This design comes from an exercise in tuning for small area and a short achievable clock period on the open sky130 flow, not from production work.
The RTL was checked by simulation tests, not by an equivalence proof against the original design.

==> flow/design.v (outline; a module is shown in full before it is edited, if it fits) <==
// module iir_biquad_mc: 1805 lines
// module bq_fa: 4 lines
// module bq_ha: 4 lines
module iir_biquad_mc #(
  parameter int W    = 14,
  parameter int FRAC = 11,
  parameter int CH   = 4,
  parameter int CHW  = (CH > 1) ? $clog2(CH) : 1
) (
  input  logic           CLK,
  input  logic           RST,
  input  logic [W-1:0]   DIN,
  input  logic           VIN,
  input  logic [CHW-1:0] CH_IN,
  input  logic [W-1:0]   B0,
  input  logic [W-1:0]   B1,
  input  logic [W-1:0]   B2,
  input  logic [W-1:0]   A1,
  input  logic [W-1:0]   A2,
  input  logic           BYPASS,
  input  logic           CLR,
  input  logic [CHW-1:0] CLR_CH,
  output logic [W-1:0]   DOUT,
  output logic           VOUT,
  output logic [CHW-1:0] CH_OUT,
  output logic           SAT,
  input  logic           SAT_CLR
);
  // ...
==> flow/flow/run.sh <==
#!/bin/bash
# The standard layout (standard.sh: the standard synthesis, floorplan, placement, CTS and
# routing) with two changes to how it is made:
#  - repair_timing is asked for a larger setup slack margin, so that it sizes the critical
#    paths; only the worst path is repaired (no TNS repair) to keep the area down;
#  - the port buffers are buf_2 cells instead of the delay cells buffer_ports picks by default.
# The make output goes to flow_make.log; ORFS writes each step's log under orfs/logs/.
set -euo pipefail
bash standard.sh SETUP_SLACK_MARGIN=15 TNS_END_PERCENT=0 \
  'BUFFER_PORTS_ARGS=-buffer_cell sky130_fd_sc_hd__buf_2' finish > flow_make.log 2>&1
==> flow/standard.sh <==
#!/bin/bash
# synth_recipe.tcl (not shown) runs the flow's synth.tcl, then flattens the netlist and writes it again
# the make line also repeats each setting of config.mk as NAME=value (left out here)
make -C /OpenROAD-flow-scripts/flow DESIGN_CONFIG=/design/flow/config.mk WORK_HOME=/design/flow/orfs CLKGATE_MAP_FILE= SYNTH_SCRIPT=/design/flow/synth_recipe.tcl "${@:-finish}"
==> flow/config.mk <==
export PLATFORM = sky130hd
export DESIGN_NAME = iir_biquad_mc
export DESIGN_NICKNAME = iir_biquad_mc
export VERILOG_FILES = /design/flow/design.v
export SDC_FILE = /design/flow/constraint.sdc
export NUM_CORES = 4
export LEC_CHECK = 0
export ABC_AREA = 1
export CAP_MARGIN = 20
export CORE_MARGIN = 2
export CORE_UTILIZATION = 40
export CTS_BUF_LIST = sky130_fd_sc_hd__clkbuf_8
export SLEW_MARGIN = 20
export SYNTH_HIERARCHICAL = 1
==> flow/constraint.sdc <==
create_clock -name core_clock -period 22.0 [get_ports {CLK}]
set_input_delay 4.4000 -clock core_clock [delete_from_list [all_inputs] [get_ports {CLK}]]
set_output_delay 4.4000 -clock core_clock [all_outputs]
set_load 0.01 [all_outputs]
==> reports/metrics.cfg, run 1 <==
[status]
run_status=no timing/DRC/antenna violations

[worst_setup_path]
worstPathCellList=buf_12 > clkinvlp_4 > buf_12 > nor2_4 > nand2_1 > a41oi_2 > o21ai_2 > buf_6 > buf_4 > o22ai_1 > xor2_1 > fa_1 > fa_1 > fa_1 > fa_1 > fa_1
cp.required_ps=22490
critPathKind=input pin to register
critPathTopFamily=adder cells
cp_num_buf_inv=5
crit_end=fbc_q[8]

[floorplanning]
core_sq_um=76100
die_w_microns=282

[grt]
grt.busiest_layer=met2
grt_start_max_net_pins=72
met2_usage=0.433

[final_layout]
final_cell_mix=xor2_1 (498), fa_1 (459), o22ai_1 (423), nand2_1 (348), inv_1 (255)
multi_input_cells=2785
top_regs=w1_st: 56 flops, w2_st: 56 flops
seq_area_sq_um=4790

[worst_hold_path]
holdPathStages=2

[yosys]
async_flop_share=0
synth_common_cells=xor2_1 (502), fa_1 (469), o22ai_1 (435), nand2_1 (384), inv_1 (249)
synth-adder-area-share=0.352

[route]
dr_wl_met2_microns=50300
via_per_inst=5.82

[sta]
finClkSkew_ps=24.7
setup_ws_ps=13610

[clock_tree]
cts_made_buffers=44

==> run 2: changes to the inputs <==
--- a/flow/design.v
+++ b/flow/design.v
@@ -24,26 +24,25 @@
   input  logic           SAT_CLR
 );
   localparam int SW = 2 * W + 1;     
   localparam int HW = SW - FRAC;     
   logic [W-1:0]   w1_st [CH];
   logic [W-1:0]   w2_st [CH];
   logic           vld_q, pend_q;
   logic [CHW-1:0] ch_q;
-  logic [HW-1:0]  fbs_q, fbc_q;
-  logic           fbcin_q;
+  logic [81:0]  fbr_q;
   logic [W-1:0]   b0_q, b1_q, b2_q, w1_q, w2_q;
-  logic           vout_q, sat_q;
-  logic [W-1:0]   dout_q;
+  logic           vout_q, satr_q;
+  logic [HW-1:0]  ffsh_q;
   logic [CHW-1:0] ch_out_q;
   logic           clr_hit, fwd;
   logic [W-1:0]   rd_w1, rd_w2;
   logic [HW-1:0]  fb_sh, ff_sh;
-  logic           ovf_fb, ovf_ff;
+  logic           ovf_fb, ovf_ff, sat_o;
   logic [W-1:0]   w_b, y_v;
   assign clr_hit = CLR && (CLR_CH == CH_IN);
   assign fwd     = pend_q && (ch_q == CH_IN);
   always_comb begin
     rd_w1 = fwd ? w_b : w1_st[CH_IN];
     rd_w2 = fwd ? w1_q : w2_st[CH_IN];
     if (clr_hit) begin
       rd_w1 = '0;
@@ -661,72 +660,72 @@
   wire fa_fs159, fa_fc159;
   bq_fa u_fa_fa159 (.a(fa_fs135), .b(fa_fc133), .c(fa_fs136), .s(fa_fs159), .co(fa_fc159));
   wire fa_fs160, fa_fc160;
   bq_fa u_fa_fa160 (.a(fa_fs137), .b(fa_fc135), .c(fa_fc136), .s(fa_fs160), .co(fa_fc160));
   wire fa_fs161, fa_fc161;
   bq_fa u_fa_fa161 (.a(fa_A1_6_p13), .b(fa_A2_6_p13), .c(fa_fc137), .s(fa_fs161), .co(fa_fc161));
   wire fa_hs19, fa_hc19;
   bq_ha u_fa_ha19 (.a(1'b1), .b(~fa_A1_6_p14), .s(fa_hs19), .co(fa_hc19));
-  wire fa_hs20, fa_hc20;
-  bq_ha u_fa_ha20 (.a(fa_A1_0_p0), .b(fa_A2_0_p0), .s(fa_hs20), .co(fa_hc20));
-  wire fa_fs162, fa_fc162;
-  bq_fa u_fa_fa162 (.a(fa_A1_0_p1), .b(fa_A2_0_p1), .c(fa_hc17), .s(fa_fs162), .co(fa_fc162));
-  wire fa_fs163, fa_fc163;
-  bq_fa u_fa_fa163 (.a(fa_A2_1_p0), .b(fa_hs18), .c(fa_fs97), .s(fa_fs163), .co(fa_fc163));
-  wire fa_fs164, fa_fc164;
-  bq_fa u_fa_fa164 (.a(fa_hc18), .b(fa_fc97), .c(fa_fs139), .s(fa_fs164), .co(fa_fc164));
-  wire fa_fs165, fa_fc165;
-  bq_fa u_fa_fa165 (.a(fa_fs98), .b(fa_fc139), .c(fa_fs140), .s(fa_fs165), .co(fa_fc165));
-  wire fa_fs166, fa_fc166;
-  bq_fa u_fa_fa166 (.a(fa_fc140), .b(fa_fs100), .c(fa_fs141), .s(fa_fs166), .co(fa_fc166));
-  wire fa_fs167, fa_fc167;
-  bq_fa u_fa_fa167 (.a(fa_fc141), .b(fa_fs102), .c(fa_fs142), .s(fa_fs167), .co(fa_fc167));
-  wire fa_fs168, fa_fc168;
-  bq_fa u_fa_fa168 (.a(fa_fs104), .b(fa_fc142), .c(fa_fs143), .s(fa_fs168), .co(fa_fc168));
-  wire fa_fs169, fa_fc169;
-  bq_fa u_fa_fa169 (.a(fa_fc143), .b(fa_fs144), .c(fa_fs106), .s(fa_fs169), .co(fa_fc169));
-  wire fa_fs170, fa_fc170;
-  bq_fa u_fa_fa170 (.a(fa_fc144), .b(fa_fs108), .c(fa_fs145), .s(fa_fs170), .co(fa_fc170));
-  wire fa_fs171, fa_fc171;
-  bq_fa u_fa_fa171 (.a(fa_fs110), .b(fa_fc145), .c(fa_fs146), .s(fa_fs171), .co(fa_fc171));
-  wire fa_fs172, fa_fc172;
-  bq_fa u_fa_fa172 (.a(fa_fs112), .b(fa_fc146), .c(fa_fs147), .s(fa_fs172), .co(fa_fc172));
-  wire fa_fs173, fa_fc173;
-  bq_fa u_fa_fa173 (.a(fa_fs114), .b(fa_fc147), .c(fa_fs148), .s(fa_fs173), .co(fa_fc173));
-  wire fa_fs174, fa_fc174;
-  bq_fa u_fa_fa174 (.a(fa_fc148), .b(fa_fs116), .c(fa_fs149), .s(fa_fs174), .co(fa_fc174));
-  wire fa_fs175, fa_fc175;
-  bq_fa u_fa_fa175 (.a(fa_fs118), .b(fa_fc149), .c(fa_fs150), .s(fa_fs175), .co(fa_fc175));
-  wire fa_fs176, fa_fc176;
-  bq_fa u_fa_fa176 (.a(fa_fs120), .b(fa_fc150), .c(fa_fs151), .s(fa_fs176), .co(fa_fc176));
-  wire fa_fs177, fa_fc177;
-  bq_fa u_fa_fa177 (.a(fa_fs122), .b(fa_fc151), .c(fa_fs152), .s(fa_fs177), .co(fa_fc177));
-  wire fa_fs178, fa_fc178;
-  bq_fa u_fa_fa178 (.a(fa_fs124), .b(fa_fc152), .c(fa_fs153), .s(fa_fs178), .co(fa_fc178));
-  wire fa_fs179, fa_fc179;
-  bq_fa u_fa_fa179 (.a(fa_fs126), .b(fa_fc153), .c(fa_fs154), .s(fa_fs179), .co(fa_fc179));
-  wire fa_fs180, fa_fc180;
-  bq_fa u_fa_fa180 (.a(fa_fc126), .b(fa_fs155), .c(fa_fc154), .s(fa_fs180), .co(fa_fc180));
-  wire fa_fs181, fa_fc181;
-  bq_fa u_fa_fa181 (.a(fa_fc128), .b(fa_fs156), .c(fa_fc155), .s(fa_fs181), .co(fa_fc181));
-  wire fa_fs182, fa_fc182;
-  bq_fa u_fa_fa182 (.a(fa_fs132), .b(fa_fc156), .c(fa_fs157), .s(fa_fs182), .co(fa_fc182));
-  wire fa_fs183, fa_fc183;
-  bq_fa u_fa_fa183 (.a(fa_fs134), .b(fa_fc157), .c(fa_fs158), .s(fa_fs183), .co(fa_fc183));
-  wire fa_fs184, fa_fc184;
-  bq_fa u_fa_fa184 (.a(fa_fc134), .b(fa_fs159), .c(fa_fc158), .s(fa_fs184), .co(fa_fc184));
-  wire fa_fs185, fa_fc185;
-  bq_fa u_fa_fa185 (.a(fa_fs138), .b(fa_fc159), .c(fa_fs160), .s(fa_fs185), .co(fa_fc185));
-  wire fa_fs186, fa_fc186;
-  bq_fa u_fa_fa186 (.a(fa_fc138), .b(fa_fs161), .c(fa_fc160), .s(fa_fs186), .co(fa_fc186));
-  wire fa_fs187, fa_fc187;
-  bq_fa u_fa_fa187 (.a(~fa_A2_6_p14), .b(fa_hs19), .c(fa_fc161), .s(fa_fs187), .co(fa_fc187));
-  wire [28:0] fa_x = {1'b1, fa_hc19, fa_fs187, fa_fc185, fa_fs185, fa_fc183, fa_fc182, fa_fs182, fa_fs181, fa_fc179, fa_fc178, fa_fc177, fa_fc176, fa_fc175, fa_fc174, fa_fc173, fa_fc172, fa_fc171, fa_fc170, fa_fc169, fa_fc168, fa_fc167, fa_fc166, fa_fc165, fa_fc164, fa_fc163, fa_fc162, fa_hc20, fa_hs17};
-  wire [28:0] fa_y = {1'b0, fa_fc187, fa_fc186, fa_fs186, fa_fc184, fa_fs184, fa_fs183, fa_fc181, fa_fc180, fa_fs180, fa_fs179, fa_fs178, fa_fs177, fa_fs176, fa_fs175, fa_fs174, fa_fs173, fa_fs172, fa_fs171, fa_fs170, fa_fs169, fa_fs168, fa_fs167, fa_fs166, fa_fs165, fa_fs164, fa_fs163, fa_fs162, fa_hs20};
+  wire fr_hs0, fr_hc0;
+  bq_ha u_fr_ha0 (.a(fbr_q[0]), .b(fbr_q[1]), .s(fr_hs0), .co(fr_hc0));
+  wire fr_fs0, fr_fc0;
+  bq_fa u_fr_fa0 (.a(fbr_q[3]), .b(fbr_q[4]), .c(fbr_q[5]), .s(fr_fs0), .co(fr_fc0));
+  wire fr_fs1, fr_fc1;
+  bq_fa u_fr_fa1 (.a(fbr_q[6]), .b(fbr_q[7]), .c(fbr_q[8]), .s(fr_fs1), .co(fr_fc1));
+  wire fr_fs2, fr_fc2;
+  bq_fa u_fr_fa2 (.a(fbr_q[10]), .b(fbr_q[11]), .c(fbr_q[9]), .s(fr_fs2), .co(fr_fc2));
+  wire fr_fs3, fr_fc3;
+  bq_fa u_fr_fa3 (.a(fbr_q[12]), .b(fbr_q[13]), .c(fbr_q[14]), .s(fr_fs3), .co(fr_fc3));
+  wire fr_fs4, fr_fc4;
+  bq_fa u_fr_fa4 (.a(fbr_q[15]), .b(fbr_q[16]), .c(fbr_q[17]), .s(fr_fs4), .co(fr_fc4));
+  wire fr_fs5, fr_fc5;
+  bq_fa u_fr_fa5 (.a(fbr_q[18]), .b(fbr_q[19]), .c(fbr_q[20]), .s(fr_fs5), .co(fr_fc5));
+  wire fr_fs6, fr_fc6;
+  bq_fa u_fr_fa6 (.a(fbr_q[21]), .b(fbr_q[22]), .c(fbr_q[23]), .s(fr_fs6), .co(fr_fc6));
+  wire fr_fs7, fr_fc7;
+  bq_fa u_fr_fa7 (.a(fbr_q[24]), .b(fbr_q[25]), .c(fbr_q[26]), .s(fr_fs7), .co(fr_fc7));
+  wire fr_fs8, fr_fc8;
+  bq_fa u_fr_fa8 (.a(fbr_q[27]), .b(fbr_q[28]), .c(fbr_q[29]), .s(fr_fs8), .co(fr_fc8));
+  wire fr_fs9, fr_fc9;
+  bq_fa u_fr_fa9 (.a(fbr_q[30]), .b(fbr_q[31]), .c(fbr_q[32]), .s(fr_fs9), .co(fr_fc9));
+  wire fr_fs10, fr_fc10;
+  bq_fa u_fr_fa10 (.a(fbr_q[33]), .b(fbr_q[34]), .c(fbr_q[35]), .s(fr_fs10), .co(fr_fc10));
+  wire fr_fs11, fr_fc11;
+  bq_fa u_fr_fa11 (.a(fbr_q[36]), .b(fbr_q[37]), .c(fbr_q[38]), .s(fr_fs11), .co(fr_fc11));
+  wire fr_fs12, fr_fc12;
+  bq_fa u_fr_fa12 (.a(fbr_q[39]), .b(fbr_q[40]), .c(fbr_q[41]), .s(fr_fs12), .co(fr_fc12));
+  wire fr_fs13, fr_fc13;
+  bq_fa u_fr_fa13 (.a(fbr_q[42]), .b(fbr_q[43]), .c(fbr_q[44]), .s(fr_fs13), .co(fr_fc13));
+  wire fr_fs14, fr_fc14;
+  bq_fa u_fr_fa14 (.a(fbr_q[45]), .b(fbr_q[46]), .c(fbr_q[47]), .s(fr_fs14), .co(fr_fc14));
+  wire fr_fs15, fr_fc15;
+  bq_fa u_fr_fa15 (.a(fbr_q[48]), .b(fbr_q[49]), .c(fbr_q[50]), .s(fr_fs15), .co(fr_fc15));
+  wire fr_fs16, fr_fc16;
+  bq_fa u_fr_fa16 (.a(fbr_q[51]), .b(fbr_q[52]), .c(fbr_q[53]), .s(fr_fs16), .co(fr_fc16));
+  wire fr_fs17, fr_fc17;
+  bq_fa u_fr_fa17 (.a(fbr_q[54]), .b(fbr_q[55]), .c(fbr_q[56]), .s(fr_fs17), .co(fr_fc17));
+  wire fr_fs18, fr_fc18;
+  bq_fa u_fr_fa18 (.a(fbr_q[57]), .b(fbr_q[58]), .c(fbr_q[59]), .s(fr_fs18), .co(fr_fc18));
+  wire fr_fs19, fr_fc19;
+  bq_fa u_fr_fa19 (.a(fbr_q[60]), .b(fbr_q[61]), .c(fbr_q[62]), .s(fr_fs19), .co(fr_fc19));
+  wire fr_fs20, fr_fc20;
+  bq_fa u_fr_fa20 (.a(fbr_q[63]), .b(fbr_q[64]), .c(fbr_q[65]), .s(fr_fs20), .co(fr_fc20));
+  wire fr_fs21, fr_fc21;
+  bq_fa u_fr_fa21 (.a(fbr_q[66]), .b(fbr_q[67]), .c(fbr_q[68]), .s(fr_fs21), .co(fr_fc21));
+  wire fr_fs22, fr_fc22;
+  bq_fa u_fr_fa22 (.a(fbr_q[69]), .b(fbr_q[70]), .c(fbr_q[71]), .s(fr_fs22), .co(fr_fc22));
+  wire fr_fs23, fr_fc23;
+  bq_fa u_fr_fa23 (.a(fbr_q[72]), .b(fbr_q[73]), .c(fbr_q[74]), .s(fr_fs23), .co(fr_fc23));
+  wire fr_fs24, fr_fc24;
+  bq_fa u_fr_fa24 (.a(fbr_q[75]), .b(fbr_q[76]), .c(fbr_q[77]), .s(fr_fs24), .co(fr_fc24));
+  wire fr_fs25, fr_fc25;
+  bq_fa u_fr_fa25 (.a(fbr_q[78]), .b(fbr_q[79]), .c(fbr_q[80]), .s(fr_fs25), .co(fr_fc25));
+  wire [28:0] fr_x = {1'b1, fbr_q[81], fr_fc24, fr_fc23, fr_fc22, fr_fc21, fr_fc20, fr_fc19, fr_fc18, fr_fc17, fr_fc16, fr_fc15, fr_fc14, fr_fc13, fr_fc12, fr_fc11, fr_fc10, fr_fc9, fr_fc8, fr_fc7, fr_fc6, fr_fc5, fr_fc4, fr_fc3, fr_fc2, fr_fc1, fr_fc0, fr_hc0, fbr_q[2]};
+  wire [28:0] fr_y = {1'b0, fr_fc25, fr_fs25, fr_fs24, fr_fs23, fr_fs22, fr_fs21, fr_fs20, fr_fs19, fr_fs18, fr_fs17, fr_fs16, fr_fs15, fr_fs14, fr_fs13, fr_fs12, fr_fs11, fr_fs10, fr_fs9, fr_fs8, fr_fs7, fr_fs6, fr_fs5, fr_fs4, fr_fs3, fr_fs2, fr_fs1, fr_fs0, fr_hs0};
   wire fb_b1_q_0_one = b1_q[0] ^ 1'b0;
   wire fb_b1_q_0_two = (b1_q[1] & ~b1_q[0] & ~1'b0) | (~b1_q[1] & b1_q[0] & 1'b0);
   wire fb_b1_q_0_neg = b1_q[1];
   wire fb_b1_q_0_p0 = ((fb_b1_q_0_one & w1_q[0]) | (fb_b1_q_0_two & 1'b0)) ^ fb_b1_q_0_neg;
   wire fb_b1_q_0_p1 = ((fb_b1_q_0_one & w1_q[1]) | (fb_b1_q_0_two & w1_q[0])) ^ fb_b1_q_0_neg;
   wire fb_b1_q_0_p2 = ((fb_b1_q_0_one & w1_q[2]) | (fb_b1_q_0_two & w1_q[1])) ^ fb_b1_q_0_neg;
   wire fb_b1_q_0_p3 = ((fb_b1_q_0_one & w1_q[3]) | (fb_b1_q_0_two & w1_q[2])) ^ fb_b1_q_0_neg;
   wire fb_b1_q_0_p4 = ((fb_b1_q_0_one & w1_q[4]) | (fb_b1_q_0_two & w1_q[3])) ^ fb_b1_q_0_neg;
@@ -1743,70 +1742,149 @@
   wire fb_fs278, fb_fc278;
   bq_fa u_fb_fa278 (.a(fb_hc37), .b(fb_fs253), .c(fb_fc252), .s(fb_fs278), .co(fb_fc278));
   wire fb_fs279, fb_fc279;
   bq_fa u_fb_fa279 (.a(fb_hs40), .b(~fb_b0_q_6_p14), .c(fb_fc253), .s(fb_fs279), .co(fb_fc279));
   wire fb_hs42, fb_hc42;
   bq_ha u_fb_ha42 (.a(fb_fc169), .b(fb_hc40), .s(fb_hs42), .co(fb_hc42));
   wire [28:0] fb_x = {1'b1, fb_hs42, fb_fs279, fb_fs278, fb_fs277, fb_fs276, fb_fs275, fb_fs274, fb_fs273, fb_fc271, fb_fc270, fb_fc269, fb_fc268, fb_fc267, fb_fc266, fb_fc265, fb_fc264, fb_fc263, fb_fc262, fb_fc261, fb_fc260, fb_fc259, fb_fc258, fb_fc257, fb_fc256, fb_fc255, fb_fc254, fb_hc41, fb_b0_q_0_p0};
   wire [28:0] fb_y = {fb_hc42, fb_fc279, fb_fc278, fb_fc277, fb_fc276, fb_fc275, fb_fc274, fb_fc273, fb_fc272, fb_fs272, fb_fs271, fb_fs270, fb_fs269, fb_fs268, fb_fs267, fb_fs266, fb_fs265, fb_fs264, fb_fs263, fb_fs262, fb_fs261, fb_fs260, fb_fs259, fb_fs258, fb_fs257, fb_fs256, fb_fs255, fb_fs254, fb_hs41};
-  wire [FRAC:0] fa_low = {1'b0, fa_x[FRAC-1:0]} + {1'b0, fa_y[FRAC-1:0]};
-  wire [HW:0] fb_sum = {fbs_q, fbcin_q} + {fbc_q, fbcin_q};
-  assign fb_sh  = fb_sum[HW:1];
+  wire [SW-1:0] fb_sum = fr_x + fr_y;
+  assign fb_sh  = fb_sum[SW-1:FRAC];
   assign ovf_fb = !((&fb_sh[HW-1:W-1]) || !(|fb_sh[HW-1:W-1]));
   assign w_b    = ovf_fb ? (fb_sh[HW-1] ? {1'b1, {(W-1){1'b0}}} : {1'b0, {(W-1){1'b1}}}) : fb_sh[W-1:0];
   wire [SW-1:0] ff = fb_x + fb_y;
-  assign ff_sh  = ff[SW-1:FRAC];
+  assign ff_sh  = ffsh_q;
   assign ovf_ff = !((&ff_sh[HW-1:W-1]) || !(|ff_sh[HW-1:W-1]));
   assign y_v    = ovf_ff ? (ff_sh[HW-1] ? {1'b1, {(W-1){1'b0}}} : {1'b0, {(W-1){1'b1}}}) : ff_sh[W-1:0];
+  assign sat_o = satr_q || (vout_q && ovf_ff);
   always_ff @(posedge CLK) begin
     ch_q    <= CH_IN;
-    fbs_q   <= fa_x[SW-1:FRAC];
-    fbc_q   <= fa_y[SW-1:FRAC];
-    fbcin_q <= fa_low[FRAC];
+    fbr_q[0] <= fa_A1_0_p0;
+    fbr_q[1] <= fa_A2_0_p0;
+    fbr_q[2] <= fa_hs17;
+    fbr_q[3] <= fa_A1_0_p1;
+    fbr_q[4] <= fa_A2_0_p1;
+    fbr_q[5] <= fa_hc17;
+    fbr_q[6] <= fa_A2_1_p0;
+    fbr_q[7] <= fa_hs18;
+    fbr_q[8] <= fa_fs97;
+    fbr_q[9] <= fa_hc18;
+    fbr_q[10] <= fa_fc97;
+    fbr_q[11] <= fa_fs139;
+    fbr_q[12] <= fa_fs98;
+    fbr_q[13] <= fa_fc139;
+    fbr_q[14] <= fa_fs140;
+    fbr_q[15] <= fa_fc140;
+    fbr_q[16] <= fa_fs100;
+    fbr_q[17] <= fa_fs141;
+    fbr_q[18] <= fa_fc141;
+    fbr_q[19] <= fa_fs102;
+    fbr_q[20] <= fa_fs142;
+    fbr_q[21] <= fa_fs104;
+    fbr_q[22] <= fa_fc142;
+    fbr_q[23] <= fa_fs143;
+    fbr_q[24] <= fa_fc143;
+    fbr_q[25] <= fa_fs144;
+    fbr_q[26] <= fa_fs106;
+    fbr_q[27] <= fa_fc144;
+    fbr_q[28] <= fa_fs108;
+    fbr_q[29] <= fa_fs145;
+    fbr_q[30] <= fa_fs110;
+    fbr_q[31] <= fa_fc145;
+    fbr_q[32] <= fa_fs146;
+    fbr_q[33] <= fa_fs112;
+    fbr_q[34] <= fa_fc146;
+    fbr_q[35] <= fa_fs147;
+    fbr_q[36] <= fa_fs114;
+    fbr_q[37] <= fa_fc147;
+    fbr_q[38] <= fa_fs148;
+    fbr_q[39] <= fa_fc148;
+    fbr_q[40] <= fa_fs116;
+    fbr_q[41] <= fa_fs149;
+    fbr_q[42] <= fa_fs118;
+    fbr_q[43] <= fa_fc149;
+    fbr_q[44] <= fa_fs150;
+    fbr_q[45] <= fa_fs120;
+    fbr_q[46] <= fa_fc150;
+    fbr_q[47] <= fa_fs151;
+    fbr_q[48] <= fa_fs122;
+    fbr_q[49] <= fa_fc151;
+    fbr_q[50] <= fa_fs152;
+    fbr_q[51] <= fa_fs124;
+    fbr_q[52] <= fa_fc152;
+    fbr_q[53] <= fa_fs153;
+    fbr_q[54] <= fa_fs126;
+    fbr_q[55] <= fa_fc153;
+    fbr_q[56] <= fa_fs154;
+    fbr_q[57] <= fa_fc126;
+    fbr_q[58] <= fa_fs155;
+    fbr_q[59] <= fa_fc154;
+    fbr_q[60] <= fa_fc128;
+    fbr_q[61] <= fa_fs156;
+    fbr_q[62] <= fa_fc155;
+    fbr_q[63] <= fa_fs132;
+    fbr_q[64] <= fa_fc156;
+    fbr_q[65] <= fa_fs157;
+    fbr_q[66] <= fa_fs134;
+    fbr_q[67] <= fa_fc157;
+    fbr_q[68] <= fa_fs158;
+    fbr_q[69] <= fa_fc134;
+    fbr_q[70] <= fa_fs159;
+    fbr_q[71] <= fa_fc158;
+    fbr_q[72] <= fa_fs138;
+    fbr_q[73] <= fa_fc159;
+    fbr_q[74] <= fa_fs160;
+    fbr_q[75] <= fa_fc138;
+    fbr_q[76] <= fa_fs161;
+    fbr_q[77] <= fa_fc160;
+    fbr_q[78] <= ~fa_A2_6_p14;
+    fbr_q[79] <= fa_hs19;
+    fbr_q[80] <= fa_fc161;
+    fbr_q[81] <= fa_hc19;
     b0_q    <= BYPASS ? '0 : B0;
     b1_q    <= BYPASS ? W'(2 ** FRAC) : B1;
     b2_q    <= BYPASS ? '0 : B2;
     w1_q    <= BYPASS ? DIN : rd_w1;
     w2_q    <= rd_w2;
     if (RST) begin
       for (int c = 0; c < CH; c++) begin
         w1_st[c] <= '0;
         w2_st[c] <= '0;
       end
       vld_q    <= 1'b0;
       pend_q   <= 1'b0;
       vout_q   <= 1'b0;
-      dout_q   <= '0;
+      ffsh_q   <= '0;
       ch_out_q <= '0;
-      sat_q    <= 1'b0;
+      satr_q   <= 1'b0;
     end else begin
       for (int c = 0; c < CH; c++) begin
         if (CLR && (CLR_CH == CHW'(c))) begin
           w1_st[c] <= '0;
           w2_st[c] <= '0;
         end else if (pend_q && (ch_q == CHW'(c))) begin
           w1_st[c] <= w_b;
           w2_st[c] <= w1_q;
         end
       end
       vld_q    <= VIN;
       pend_q   <= VIN && !BYPASS;
       vout_q   <= vld_q;
       if (vld_q) begin
-        dout_q   <= y_v;
+        ffsh_q   <= ff[SW-1:FRAC];
         ch_out_q <= ch_q;
       end
-      sat_q <= (sat_q && !SAT_CLR) || (pend_q && ovf_fb) || (vld_q && ovf_ff);
+      satr_q <= (sat_o && !SAT_CLR) || (pend_q && ovf_fb);
     end
   end
-  assign DOUT   = dout_q;
+  assign DOUT   = y_v;
   assign VOUT   = vout_q;
   assign CH_OUT = ch_out_q;
-  assign SAT    = sat_q;
+  assign SAT    = sat_o;
 endmodule
 module bq_fa (input logic a, input logic b, input logic c, output logic s, output logic co);
   assign s  = a ^ b ^ c;
   assign co = (a & b) | (a & c) | (b & c);
 endmodule
 module bq_ha (input logic a, input logic b, output logic s, output logic co);
   assign s  = a ^ b;
   assign co = a & b;
==> reports/metrics.cfg, run 2 <==
[status]
run_status=no timing/DRC/antenna violations

[sta]
tightest_slew_ps=1110
layout_min_cycle_time_ps=7770
finalCritPeriodShare=0.353
setup_viol=0
rsz0062_at_grt=true
finClkSkew_ps=111  ; +86.6 ps
tns_ps=0
max_slew_margin=0.257
fmax_mhz=129
finalHoldViolCount=0
timing.final.max_slew_violations=0
setup_ws_ps=14230  ; +617 ps

[floorplanning]
die_h_microns=289
core_sq_um=80500  ; +5.9%
ios=112
start_util=0.404
die_w_microns=289  ; +2.7%
die_area_sq_um=83700
rows=104

[final_layout]
final_cell_mix=xor2_1 (496), fa_1 (457), o22ai_1 (425), nand2_1 (410), inv_1 (305)
finish.utilization=0.454
layout_commonest_cell=xor2_1
final_nets=4505
largest_register_ffs=82
layout-drive-gt1-share=0.137
top_regs=fbr_q: 82 flops, w1_st: 56 flops, w2_st: 56 flops
largest-register=fbr_q
areaGrowthSynthToFinish_pct=12.3

[placement]
place_ws_ps=12650
portBuffers=111
dp_hpwl_microns=83800
place.gp.congestion=0.962

[clock_tree]
htreeDepth=2
cts_buffer_depth=3
hold_buffers=0
cts_made_buffers=53  ; +20%
worstSkewPairLatency_ps=730
clkTransAtPathRegs_ps=60
tritoncts=yes
cts_root_buffer=clkbuf_8
cts.sinks=290

[route]
num_vias=28600
drcViolationCount=0
routed_wl_microns=116000
dr.pass1.iters=7
avgRoutedWirePerCell_microns=23.6
ant_nets=0
dr.first_iter.drc_count=3243
via_per_inst=5.81  ; about the same

[yosys]
netlist_area_sq_um=32600
synth_top_area_share=0.288
synth_cell_types=57
ys_ff_latch=290
ys.warnings.count=9
syn_avg_cell_area_sq_um=8.60
synthCells=3784
synth_edf_count=0
yosys.area.top_type=fa_1
synth_area_leaders=fa_1 (29%), dfxtp_1 (18%), xor2_1 (13%), o22ai_1 (8.3%), nand2_1 (5.2%)
async_flop_share=0  ; unchanged
synth_common_cells=xor2_1 (497), fa_1 (468), nand2_1 (447), o22ai_1 (431), inv_1 (299)
synth-seq-area-share=0.178
ys.flop_type=dfxtp_1
yosysMostFrequentCell=xor2_1

[grt]
grt_pass1_wl_microns=172000
grt.total_usage=0.271
grt_pass1_vias=27800
antenna_found_initial=3
grt_overflow=0
grt_start_max_net_pins=72  ; unchanged

[worst_setup_path]
endpoint_kind=register
r2r_cells=25
critPathMaxFanout=8
start_kind=input pin
reg2reg_slack_ps=14420
critPathKind=input pin to register
r2r-start=b1_q[3]
cp.required_ps=22500  ; about the same
r2r_end=ffsh_q[14]
arrival_ps=8270

[worst_hold_path]
worstHoldEndpoint=w2_st[3][1]
holdPathStages=2  ; unchanged
hold_class=register to register
hold_start=w2_st[3][1]

[run]
max_cap_viol_count=0

==> run 2: per-layer routing <==
| layer | track usage | vias up | routed length [microns] |
|---|---|---|---|
| met2 | 0.422 | 1612 | 51800 |
| met4 | 0.0942 | 2 | 4390 |
| met5 | 0 | - | 16 |
| met1 | 0.367 | 14000 | 47300 |
| met3 | 0.0656 | 299 | 12400 |
| li1 | - | 12700 | - |
==> run 2: repair_timing <==
item	in CTS	in global routing
setup endpoints to repair	88	79
cloned	5	4
pin swaps	18	34
gates resized for setup	95	133
setup buffers	34	46
==> run 2: worst max-delay path by stage <==
| stage | startpoint | to | slack, ps | cells past startpoint |
|---|---|---|---|---|
| 6_report | CH_IN[1] | fbr_q[32] | 14230 | 17 |
| 3_5_place_dp | CH_IN[0] | fbr_q[47] | 12650 | 17 |
| 2_1_floorplan | CH_IN[0] | fbr_q[44] | 13860 | 17 |
| 5_1_grt | CH_IN[0] | fbr_q[47] | 14150 | 13 |
| 3_3_place_gp | CH_IN[0] | fbr_q[44] | 12690 | 17 |
| 4_1_cts | CH_IN[1] | fbr_q[44] | 14240 | 16 |
==> run 2: critical path, cell delays in order <==
cell and delay [ps]:
buf_12 130, buf_12 120, xnor2_4 230, nand2_8 150, inv_12 110, buf_12 100, a21oi_1 40, a41oi_2 270
o21ai_4 110, buf_4 170, clkbuf_16 170, o22ai_1 200, xor2_1 250, fa_1 460, fa_1 500, fa_1 410
fa_1 430
==> run 2: modules after synthesis (local to each module, per instance) <==
| module | flops+latches | times used | cell area, sq um | cells inside |
|---|---|---|---|---|
| bq_ha | 0 | 64 | 12.5 | 1 |
| iir_biquad_mc | 290 | 1 | 22400 | 3252 |
| bq_fa | 0 | 468 | 20.0 | 1 |
==> run 2: cell families after synthesis <==
logic type | Yosys count | synth area share
AND/OR/NAND/NOR | 782 | 0.0976
AO/OA/AOI/OAI | 1011 | 0.182
flip-flops | 290 | 0.178
adder cells (fa/ha/maj) | 586 | 0.333
XOR/XNOR | 514 | 0.138
other | 1 | 0.000115
buffers and inverters | 600 | 0.0709
==> run 2: area by class of cell <==
type,count,area (sq um)
timing repair inverter,2,17.5
multi-input combinational,2904,25200
clock inverter,28,233
antenna,1,2.50
clock buffer,60,826
inverter,334,1330
tap,1060,1330
sequential,290,5810
timing repair buffer,240,1790
fill,7861,44000
==> run 2: metrics by stage <==
stage | hold slack [ps] | cell area [sq um] | instances
4_1_cts | 458 | 35600 | 4868
3_5_place_dp | 448 | 33800 | 4741
2_1_floorplan | 424 | 32700 | 3790
3_3_place_gp | 445 | 33800 | 4741
5_1_grt | 485 | 36600 | 4919
6_report | 462 | 36600 | 4919

## separate check: timing with driven ports
In the flow no input, the clock included, has a driving cell. The finished layouts below were timed again as built, in two steps. Step 1 sets driving cells, clkbuf_16 on the clock port and buf_2 on the other inputs (assumed; they add their load-dependent delay and slew). Step 2 moves the port delays by t, midway between the first and last clock arrival at a register: inputs arrive t later, outputs are due t later. That takes back most of the time a late clock gives input paths. Slacks: ideal ports / drivers / drivers and shift; pairs: ideal ports / drivers.
run	shift t [ns]	slack for setup (ns)	hold slack, ns	worst setup path at the end	clock arrival spread, ns
run 1	0.690	13.614 / 13.612 / 12.922	0.455 / 0.455 / 0.455	input to register	0.031 / 0.031
run 2	0.735	14.232 / 14.073 / 13.338	0.462 / 0.462 / 0.462	input to register	0.111 / 0.112
After both steps every run listed still meets setup and hold. For run 2, which loses most, drivers alone change the setup slack by -0.159 ns; drivers and shift together by -0.894 ns.
